From an optimization exercise on the open Yosys and OpenROAD flow, aimed at small area; shortcuts taken in it are not production practice.
Only simulation tests tie the RTL to the original design; equivalence was not proved.
Power is estimated from default activity; no workload was simulated.

==> flow/design.v <==
`default_nettype none
package calc_pkg;
    localparam logic [1:0] OP_ADD = 2'd0;
    localparam logic [1:0] OP_SUB = 2'd1;
    localparam logic [1:0] OP_MUL = 2'd2;
    localparam logic [1:0] OP_DIV = 2'd3;
    localparam logic [1:0] ST_IDLE   = 2'd0;
    localparam logic [1:0] ST_FIRST  = 2'd1;
    localparam logic [1:0] ST_SECOND = 2'd2;
    localparam logic [1:0] ST_RESULT = 2'd3;
endpackage
`default_nettype wire
`default_nettype none
module key_filter
(
    input  logic [7:0] key_byte,
    output logic       is_digit,
    output logic [3:0] digit,
    output logic       is_op,
    output logic [1:0] op,
    output logic       is_back,
    output logic       is_space,
    output logic       is_enter
);
    always_comb begin
        is_digit = 1'b0;
        digit    = 4'd0;
        is_op    = 1'b0;
        op       = 2'd0;
        is_back  = 1'b0;
        is_space = 1'b0;
        is_enter = 1'b0;
        case (key_byte)
            8'h70: begin is_digit = 1'b1; digit = 4'd0; end
            8'h69: begin is_digit = 1'b1; digit = 4'd1; end
            8'h72: begin is_digit = 1'b1; digit = 4'd2; end
            8'h7A: begin is_digit = 1'b1; digit = 4'd3; end
            8'h6B: begin is_digit = 1'b1; digit = 4'd4; end
            8'h73: begin is_digit = 1'b1; digit = 4'd5; end
            8'h74: begin is_digit = 1'b1; digit = 4'd6; end
            8'h6C: begin is_digit = 1'b1; digit = 4'd7; end
            8'h75: begin is_digit = 1'b1; digit = 4'd8; end
            8'h7D: begin is_digit = 1'b1; digit = 4'd9; end
            8'h79: begin is_op = 1'b1; op = calc_pkg::OP_ADD; end
            8'h7B: begin is_op = 1'b1; op = calc_pkg::OP_SUB; end
            8'h7C: begin is_op = 1'b1; op = calc_pkg::OP_MUL; end
            8'h4A: begin is_op = 1'b1; op = calc_pkg::OP_DIV; end
            8'h66: is_back  = 1'b1;
            8'h29: is_space = 1'b1;
            8'h5A: is_enter = 1'b1;
            default: ;
        endcase
    end
endmodule
`default_nettype wire
`default_nettype none
module bcd_add
(
    input  logic [3:0] a,
    input  logic [3:0] b,
    input  logic       ci,
    output logic [3:0] s,
    output logic       co
);
    logic [4:0] t;
    always_comb begin
        t  = {1'b0, a} + {1'b0, b} + {4'd0, ci};
        co = (t > 5'd9);
        s  = co ? (t[3:0] + 4'd6) : t[3:0];
    end
endmodule
module bcd_dbl
(
    input  logic [3:0] a,
    input  logic       ci,
    output logic [3:0] s,
    output logic       co
);
    logic [4:0] t;
    always_comb begin
        t  = {a, ci};
        co = (a > 4'd4);
        s  = co ? (t[3:0] + 4'd6) : t[3:0];
    end
endmodule
module bcd_half
(
    input  logic [3:0] a,
    input  logic       up_odd,
    output logic [3:0] s
);
    always_comb s = {1'b0, a[3:1]} + (up_odd ? 4'd5 : 4'd0);
endmodule
module bcd_nines
(
    input  logic [3:0] a,
    output logic [3:0] s
);
    always_comb s = 4'd9 - a;
endmodule
`default_nettype wire
`default_nettype none
module display_sel
(
    input  logic [23:0] shown,
    output logic [41:0] seg
);
    function automatic logic [6:0] seg7_of(input logic [3:0] nib);
        case (nib)
            4'h0:    seg7_of = 7'b1000000;
            4'h1:    seg7_of = 7'b1111001;
            4'h2:    seg7_of = 7'b0100100;
            4'h3:    seg7_of = 7'b0110000;
            4'h4:    seg7_of = 7'b0011001;
            4'h5:    seg7_of = 7'b0010010;
            4'h6:    seg7_of = 7'b0000010;
            4'h7:    seg7_of = 7'b1111000;
            4'h8:    seg7_of = 7'b0000000;
            4'h9:    seg7_of = 7'b0010000;
            4'hE:    seg7_of = 7'b0000110;
            4'hF:    seg7_of = 7'b0111111;
            default: seg7_of = 7'b1111111;
        endcase
    endfunction
    always_comb begin
        for (int i = 0; i < 6; i++)
            seg[i*7 +: 7] = seg7_of(shown[i*4 +: 4]);
    end
endmodule
`default_nettype wire
`default_nettype none
module calc_top
(
    input  logic        clk,
    input  logic        iRST_n,
    input  logic [7:0]  key_byte,
    input  logic        key_valid,
    output logic [41:0] seg,
    output logic [23:0] display_bcd
);
    localparam logic [3:0] SQ_NONE  = 4'd0;
    localparam logic [3:0] SQ_ROT5  = 4'd1;    
    localparam logic [3:0] SQ_OPER  = 4'd2;    
    localparam logic [3:0] SQ_MOVE  = 4'd3;    
    localparam logic [3:0] SQ_CLEAR = 4'd4;    
    localparam logic [3:0] SQ_SWAP  = 4'd5;    
    localparam logic [3:0] SQ_SETUP = 4'd6;    
    localparam logic [3:0] SQ_P1    = 4'd7;    
    localparam logic [3:0] SQ_P2F   = 4'd8;    
    localparam logic [3:0] SQ_P2    = 4'd9;    
    localparam logic [3:0] SQ_FIN   = 4'd10;   
    localparam logic [3:0] SQ_A1    = 4'd11;   
    localparam logic [3:0] SQ_NEG   = 4'd12;   
    localparam logic [3:0] SQ_MUL   = 4'd13;   
    localparam logic [3:0] SQ_FMT   = 4'd14;   
    logic [23:0] dr, er, fr;
    logic [2:0]  ph;
    logic        act;
    logic [3:0]  seq;
    logic [1:0]  state;
    logic [1:0]  op;
    logic        skip;
    logic        err, sgn, movf, odd_q;
    logic        c_add, c_dbl, c_cmp;
    logic [4:0]  cnt;
    wire [3:0] d0 = dr[3:0];
    wire [3:0] d1 = dr[7:4];
    wire [3:0] e0 = er[3:0];
    wire [3:0] e1 = er[7:4];
    wire [3:0] f0 = fr[3:0];
    wire [3:0] f1 = fr[7:4];
    wire       st0 = (ph == 3'd0);
    wire       st5 = (ph == 3'd5);
    wire       running = (seq != SQ_NONE) && (st0 || act);
    logic       k_dig, k_op, k_back, k_space, k_enter;
    logic [3:0] k_digit;
    logic [1:0] k_opc;
    key_filter u_key_filter (
        .key_byte (key_byte),
        .is_digit (k_dig),
        .digit    (k_digit),
        .is_op    (k_op),
        .op       (k_opc),
        .is_back  (k_back),
        .is_space (k_space),
        .is_enter (k_enter)
    );
    wire take = key_valid && !skip && (key_byte != 8'hF0);
    wire d_hi_zero = (dr[23:20] == 4'd0);
    wire d_up_zero = (dr[23:4] == 20'd0);
    wire d_zero    = d_up_zero && (dr[3:0] == 4'd0);
    wire in_first  = (state == calc_pkg::ST_FIRST);
    wire in_second = (state == calc_pkg::ST_SECOND);
    wire in_result = (state == calc_pkg::ST_RESULT);
    wire ev_digit = take && k_dig && !in_result && d_hi_zero;
    wire ev_back  = take && k_back && (in_first || in_second);
    logic [3:0] ax, ay, a_s;
    logic       a_ci, a_co;
    logic [3:0] e0_n, f0_n;
    bcd_nines u_ne (.a(e0), .s(e0_n));
    bcd_nines u_nf (.a(f0), .s(f0_n));
    bcd_add   u_add (.a(ax), .b(ay), .ci(a_ci), .s(a_s), .co(a_co));
    logic [3:0] fd_s, dd_s, fh_s, dh_s, eh_s;
    logic       fd_co, dd_co, dd_ci;
    bcd_dbl  u_fd (.a(f0), .ci(st0 ? 1'b0 : c_dbl), .s(fd_s), .co(fd_co));
    bcd_dbl  u_dd (.a(d0), .ci(dd_ci), .s(dd_s), .co(dd_co));
    bcd_half u_fh (.a(f0), .up_odd(!st5 && f1[0]), .s(fh_s));
    bcd_half u_dh (.a(d0), .up_odd(!st5 && d1[0]), .s(dh_s));
    bcd_half u_eh (.a(e0), .up_odd(!st5 && e1[0]), .s(eh_s));
    logic       d_en;
    logic [3:0] d_in, e_in, f_in;
    logic       odd;
    logic       cmp_bo;
    logic       cmp_bi;
    assign odd   = st0 ? d0[0] : odd_q;
    assign cmp_bi = st0 ? 1'b0 : c_cmp;
    assign cmp_bo = ({1'b0, eh_s} < ({1'b0, f_in} + {4'd0, cmp_bi}));
    always_comb begin
        d_en = 1'b0;
        d_in = 4'd0;
        e_in = e0;
        f_in = f0;
        ax   = e0;
        ay   = f0;
        a_ci = st0 ? 1'b0 : c_add;
        dd_ci = st0 ? 1'b0 : c_dbl;
        if (running) begin
            case (seq)
                SQ_ROT5: begin
                    d_en = !st0;
                    d_in = d0;
                end
                SQ_OPER: begin
                    e_in = d0;
                    d_en = 1'b1;
                end
                SQ_MOVE: begin
                    d_en = 1'b1;
                    d_in = e0;
                end
                SQ_CLEAR: d_en = 1'b1;
                SQ_SWAP: begin
                    d_en = 1'b1;
                    d_in = e0;
                    e_in = d0;
                end
                SQ_SETUP: begin
                    f_in = d0;
                    if (op == calc_pkg::OP_MUL) begin
                        d_en = 1'b1;
                        d_in = e0;
                        e_in = 4'd0;
                    end else if (op == calc_pkg::OP_DIV) begin
                        d_en = 1'b1;
                    end else begin
                        d_en = 1'b1;
                        d_in = d0;
                    end
                end
                SQ_P1: f_in = fd_s;
                SQ_P2F, SQ_P2: begin
                    ay   = sgn ? f0 : f0_n;
                    a_ci = st0 ? !sgn : c_add;
                    e_in = a_s;
                    f_in = (cnt == 5'd0) ? f0 : fh_s;
                    if (seq == SQ_P2) begin
                        d_en  = 1'b1;
                        d_in  = dd_s;
                        dd_ci = st0 ? !sgn : c_dbl;
                    end
                end
                SQ_FIN: begin
                    ay    = sgn ? f0 : 4'd0;
                    e_in  = a_s;
                    d_en  = 1'b1;
                    d_in  = dd_s;
                    dd_ci = st0 ? !sgn : c_dbl;
                end
                SQ_A1: begin
                    if (op == calc_pkg::OP_SUB) begin
                        ay   = f0_n;
                        a_ci = st0 ? 1'b1 : c_add;
                    end
                    e_in = a_s;
                end
                SQ_NEG: begin
                    ax   = e0_n;
                    ay   = 4'd0;
                    a_ci = st0 ? 1'b1 : c_add;
                    e_in = a_s;
                end
                SQ_MUL: begin
                    ay   = odd ? f0 : 4'd0;
                    e_in = a_s;
                    f_in = fd_s;
                    d_en = 1'b1;
                    d_in = dh_s;
                end
                SQ_FMT: begin
                    d_en = 1'b1;
                    if (err)
                        d_in = st0 ? 4'hE : 4'h0;
                    else if (sgn && st5)
                        d_in = 4'hF;
                    else
                        d_in = e0;
                end
                default: ;
            endcase
        end else begin
            if (ev_back) begin
                d_en = 1'b1;             
                d_in = 4'd0;
            end else if (ev_digit) begin
                d_in = k_digit;          
            end
        end
    end
    always_ff @(posedge clk) begin
        er <= {e_in, er[23:4]};
        fr <= {f_in, fr[23:4]};
        if (d_en)
            dr <= {d_in, dr[23:4]};
        else if (!running && ev_digit)
            dr[23:20] <= d_in;
    end
    always_ff @(posedge clk or negedge iRST_n) begin
        if (!iRST_n) begin
            ph    <= 3'd0;
            act   <= 1'b0;
            seq   <= SQ_CLEAR;
            state <= calc_pkg::ST_IDLE;
            op    <= calc_pkg::OP_ADD;
            skip  <= 1'b0;
        end else begin
            ph  <= st5 ? 3'd0 : ph + 3'd1;
            act <= running && !st5;
            if (key_valid) begin
                if (key_byte == 8'hF0)
                    skip <= 1'b1;
                else
                    skip <= 1'b0;
            end
            if (running) begin
                if (st5) begin
                    case (seq)
                        SQ_SETUP: begin
                            case (op)
                                calc_pkg::OP_MUL: seq <= SQ_MUL;
                                calc_pkg::OP_DIV: seq <= err ? SQ_FMT : (!cmp_bo ? SQ_P1 : SQ_P2F);
                                default: seq <= SQ_A1;
                            endcase
                        end
                        SQ_P1:  seq <= !cmp_bo ? SQ_P1 : SQ_P2F;
                        SQ_P2F, SQ_P2: seq <= (cnt == 5'd0) ? SQ_FIN : SQ_P2;
                        SQ_A1:  seq <= (op == calc_pkg::OP_SUB && !a_co) ? SQ_NEG : SQ_FMT;
                        SQ_NEG: seq <= SQ_FMT;
                        SQ_MUL: seq <= (cnt == 5'd19) ? SQ_FMT : SQ_MUL;
                        default: seq <= SQ_NONE;
                    endcase
                end
            end else if (take) begin
                if (k_dig) begin
                    if (!in_result && d_hi_zero) begin
                        seq <= SQ_ROT5;
                        if (state == calc_pkg::ST_IDLE)
                            state <= calc_pkg::ST_FIRST;
                    end
                end else if (k_op) begin
                    if (in_first) begin
                        op    <= k_opc;
                        state <= calc_pkg::ST_SECOND;
                        seq   <= SQ_OPER;
                    end
                end else if (k_back) begin
                    if (in_first && d_up_zero)
                        state <= calc_pkg::ST_IDLE;
                    if (in_second && d_up_zero) begin
                        state <= calc_pkg::ST_FIRST;
                        op    <= calc_pkg::OP_ADD;
                        seq   <= SQ_MOVE;
                    end
                end else if (k_space) begin
                    if (in_result && op == calc_pkg::OP_DIV && !err)
                        seq <= SQ_SWAP;
                end else if (k_enter) begin
                    if (in_second) begin
                        state <= calc_pkg::ST_RESULT;
                        seq   <= SQ_SETUP;
                    end else begin
                        state <= calc_pkg::ST_IDLE;
                        op    <= calc_pkg::OP_ADD;
                        seq   <= SQ_CLEAR;
                    end
                end
            end
        end
    end
    always_ff @(posedge clk) begin
        if (!running) begin
            if (take && k_enter && in_second) begin
                err  <= (op == calc_pkg::OP_DIV) && d_zero;
                sgn  <= 1'b0;
                movf <= 1'b0;
                cnt  <= 5'd0;
            end
        end else begin
            c_add <= a_co;
            c_cmp <= cmp_bo;
            if (st0)
                odd_q <= d0[0];
            case (seq)
                SQ_P1, SQ_MUL: c_dbl <= fd_co;
                default:       c_dbl <= dd_co;
            endcase
            if (st5) begin
                case (seq)
                    SQ_P1: cnt <= cnt + 5'd1;
                    SQ_P2F, SQ_P2: begin
                        sgn <= !a_co;
                        if (cnt != 5'd0)
                            cnt <= cnt - 5'd1;
                    end
                    SQ_A1: begin
                        if (op == calc_pkg::OP_SUB)
                            sgn <= !a_co;
                        else
                            err <= a_co;
                    end
                    SQ_NEG: err <= (a_s != 4'd0);
                    SQ_MUL: begin
                        cnt <= cnt + 5'd1;
                        if (a_co || (odd && movf))
                            err <= 1'b1;
                        if (fd_co)
                            movf <= 1'b1;
                    end
                    default: ;
                endcase
            end
        end
    end
    display_sel u_display_sel (
        .shown (dr),
        .seg   (seg)
    );
    assign display_bcd = dr;
endmodule
`default_nettype wire
==> flow/run.sh <==
#!/bin/bash
# synth_recipe.tcl (not shown) runs the flow's synth.tcl, then flattens the netlist and writes it again
# the make line also repeats each setting of config.mk as NAME=value (left out here)
make -C /OpenROAD-flow-scripts/flow DESIGN_CONFIG=/design/flow/config.mk WORK_HOME=/design/flow/orfs CLKGATE_MAP_FILE= SYNTH_SCRIPT=/design/flow/synth_recipe.tcl finish
==> flow/config.mk <==
export PLATFORM = sky130hd
export DESIGN_NAME = calc_top
export DESIGN_NICKNAME = calc_top
export VERILOG_FILES = /design/flow/design.v
export SDC_FILE = /design/flow/constraint.sdc
export NUM_CORES = 4
export LEC_CHECK = 0
export CAP_MARGIN = 20
export CORE_MARGIN = 2
export CORE_UTILIZATION = 40
export SLEW_MARGIN = 20
==> flow/constraint.sdc <==
create_clock -name core_clock -period 80.0 [get_ports {clk}]
set_input_delay 16.0000 -clock core_clock [delete_from_list [all_inputs] [get_ports {clk}]]
set_output_delay 16.0000 -clock core_clock [all_outputs]
set_load 0.01 [all_outputs]
==> summary.txt <==
Finish
  – Commonest cells after routing, fill and taps aside: dfxtp_1 (90), nand2_1 (80), clkdlybuf4s50_1 (76), ha_1 (64), nor2_1 (48)
  – Final Core Density: 0.488
  – Layout area overhead: 18.7%
  – ANT cells: 0
  – Leading cell type in the layout, fill and taps excluded: dfxtp_1
  – Layout cells sized above 1: 0.0854
  – # nets final: 967

Power
  – Pint: 0.000177 W
  – Clock Power Share: 0.280
  – Combinational share of power: 0.358
  – Leak pwr: 3.89 nW
  – Pwr Density: 27.8 nW/um^2
  – Sw Pwr: 0.0000886 W
  – Switching Fraction: 0.334
  – Peak VDD IR: 0.0146 mV
  – Register share of total power: 0.362

Synth
  – Post-synth cell types: 87
  – Ranking of synthesized cells by area: dfxtp_1 (22%), edfxtp_1 (13%), ha_1 (9.9%), mux2i_1 (4.1%), dfrtp_1 (3.7%)
  – Synth area leader: dfxtp_1
  – Synth Area in Compound Gates: 0.170
  – Post-synth ARST share: 0.0935
  – Seq/Total Area, Yosys: 0.399
  – Main combinational cell family by area after synthesis: simple AND/OR/NAND/NOR gates
  – Avg Cell Area, Syn: 9.78 sq um
  – Synth top area share: 0.224
  – Number of enable flip-flop cells after synthesis: 36
  – Synthesized area: 8050 sq um
  – Synth Area in Simple Gates: 0.177
  – Synth Area in XOR/XNOR: 0.0185
  – Seq cells post-synth: 139
  – Syn nets: 901
  – Post-synthesis mux area share: 0.0852
  – Synth warn: 7
  – Adder-Cell Fraction of Synth Area: 0.107
  – Synth Flop Type: dfxtp_1
  – Mapped Cells: 823

Clock network
  – TritonCTS clock tree: done
  – Post-CTS Setup Bufs: 0
  – Worst-path clk slew: 60 ps
  – Htree depth: 4
  – CTS buffer count: 17
  – Later-pin clock latency in the skew report: 420 ps
  – Root Driver: clkbuf_16
  – Hold buffer count at CTS: 0
  – Post-CTS sizing: 0
  – Clock Sinks: 139
  – Max clock buf depth: 2

Drt
  – Length of routed met2 wiring: 8.92 mm
  – Final wirelength: 19.3 mm
  – Met3 wire len: 948 um
  – WL/cell: 16.5 um
  – Highest routed layer: met4
  – ANT nets after route: 0
  – Vias: 6,352
  – DR pass1 iterations: 5
  – DR iter-0 viols: 370
  – Vias per cell: 5.44
  – Wl on met1: 9.10 mm
  – DR DRC count: 0

STA
  – Hold Worst Slack: 324 ps
  – RSZ-0062 raised after global routing: false
  – Fmax: 51.8 MHz
  – Worst Clk Skew: 9.94 ps
  – Final hold vios: 0
  – Final period util: 0.242
  – Final setup fails: 0
  – Final slew viol count: 0
  – Worst slew margin relative to its limit: 0.309
  – Worst-Margin Slew: 1010 ps
  – TNS Setup: 0 ps
  – Minimum clock period: 19,320 ps

Hold path
  – Hold WC Path Type: reg2reg

Global routing
  – Gr ovfl total: 0
  – First-pass GRT wire length: 31.8 mm
  – Initial antenna violation count: 0
  – Vias in the first global route: 6,117
  – Pin count of the biggest net entering global routing: 38
  – Tot GR Track Use: 0.185

Floorplanning
  – IO Pins: 77
  – Die Ht: 146 um
  – Row count: 51
  – Core ar.: 19,600 sq um
  – Initial core utilization: 0.411
  – Die W: 146 um
  – Die Area: 21,300 sq um

Place
  – Placer Congestion: 0.908
  – DP Wirelength: 14.0 mm
  – Buffers on Ports: 76

Worst setup path
  – CP Launch Type: primary input
  – CP arrival: 19,670 ps
  – WS Path Type: in2reg
  – Critical path required time: 80,340 ps
  – CP endpoint kind: flip-flop
  – CP max FO: 37

Status
  – Outcome: finished clean

Flow run
  – Maxcap violations: 0
-- path summary, 6_finish.rpt --
path                        startpoint  endpoint  slack [ps]  depth (start not counted)
min                             er[17]    er[13]         320                          0
max in group asynchronous       iRST_n       act       63610                          1
max                        key_byte[4]    seg[8]       60680                         11
max reg2reg                     seq[3]       err       74190                         15
min in group asynchronous       iRST_n     ph[1]       15970                          1
min reg2reg                     er[17]    er[13]         320                          0
-- worst max-delay path: stages --
cell             delay, ps
clkdlybuf4s50_1        670
or3b_2                 570
nor4_1                 260
a32oi_2                150
buf_4                  260
inv_8                  250
mux2i_1                550
inv_1                  140
ha_1                   330
or3_1                  370
o21ai_1                 70
-- logic make-up (layout without fill, tap and decap cells) --
kind of cell	after synthesis	in the layout
mux	52	52
xor+xnor	17	17
compound gates	200	200
simple gates	270	270
buf+inv	78	157
flops	139	139
fa+ha+maj	67	67
-- cell type report --
| class | instances | area, sq um |
|---|---|---|
| clock buffer | 19 | 433 |
| clock inverter | 13 | 114 |
| fill | 1837 | 10000 |
| inverter | 44 | 173 |
| multi-input combinational | 606 | 4500 |
| sequential | 139 | 3210 |
| tap | 265 | 332 |
| timing repair buffer | 81 | 798 |
-- sequential cells by signal, indices dropped and copies added (netlist names), 2 cells and up --
| signal | flops |
|---|---|
| state | 2 |
| seq | 4 |
| cnt | 5 |
| op | 2 |
| er | 24 |
| fr | 24 |
| seg | 42 |
| ph | 3 |
| dr | 24 |
-- power by group through the flow --
| stage | clock (W) | sequential, W | combinational [W] |
|---|---|---|---|
| 2_1_floorplan | 0 | 0.0000999 | 0.0000571 |
| 3_3_place_gp | 0 | 0.0000975 | 0.0000946 |
| 3_5_place_dp | 0 | 0.0000975 | 0.0000953 |
| 4_1_cts | 0.0000759 | 0.0000962 | 0.0000959 |
| 5_1_grt | 0.0000792 | 0.0000978 | 0.000105 |
| 6_report | 0.0000743 | 0.0000961 | 0.0000950 |
-- synth_stat cells, types with 6 or more instances --
library cell	instances
xor2_1	6
a22o_1	6
clkbuf_1	18
buf_2	8
nand3_1	25
ha_1	64
nor3_1	9
nor2b_1	16
o211ai_1	12
a21oi_1	46
xnor2_1	11
o22ai_1	10
o21ai_0	40
nor3b_1	7
or4_1	9
nand2b_1	19
o21a_1	8
inv_1	42
mux4_2	7
mux2_2	6
and2_1	9
edfxtp_1	36
a21o_1	15
dfrtp_1	12
nand2_1	80
dfxtp_1	90
mux2i_1	33
nor2_1	48
-- metrics by stage --
step	cells	total power, W	cell area [sq um]	setup WS, ps
floorplan	823	0.000157	8050	61250
CTS	1167	0.000268	9550	60710
global placement	1135	0.000192	9000	60380
finish	1167	0.000265	9560	60680
global route	1167	0.000282	9560	60370
detailed placement	1135	0.000193	9000	60300
-- metal layers --
layer,GRT usage,vias up
met3,0.0401,22
met4,0.0627,0
met5,0,-
met1,0.252,3024
li1,-,3156
met2,0.290,150

## afterwards: timing with drivers on the ports
No port has a modelled driver above. Below, the same layout with a new extraction and two added sets of constraints. Step 1, drivers: a clkbuf_16 drives clk and a buf_2 each remaining input, both assumed. Step 2 moves the port delays by t, midway between the first and last clock arrival at a register: inputs arrive t later, outputs are due t later. That takes back most of the time a late clock gives input paths. a / b / c = ideal / step 1 / step 2; a / b = the first two.
t (ns): 0.458
setup WS [ns]: 60.677 / 60.701 / 60.243
hold slack, ns: 0.324 / 0.324 / 0.324
worst register clock-pin slew, ns: 0.06 / 0.06
worst data-port slew with drivers (ns): 0.03
After both steps setup and hold are still met in this run. For this run, drivers alone change the setup slack by +0.024 ns; drivers and shift together by -0.434 ns.
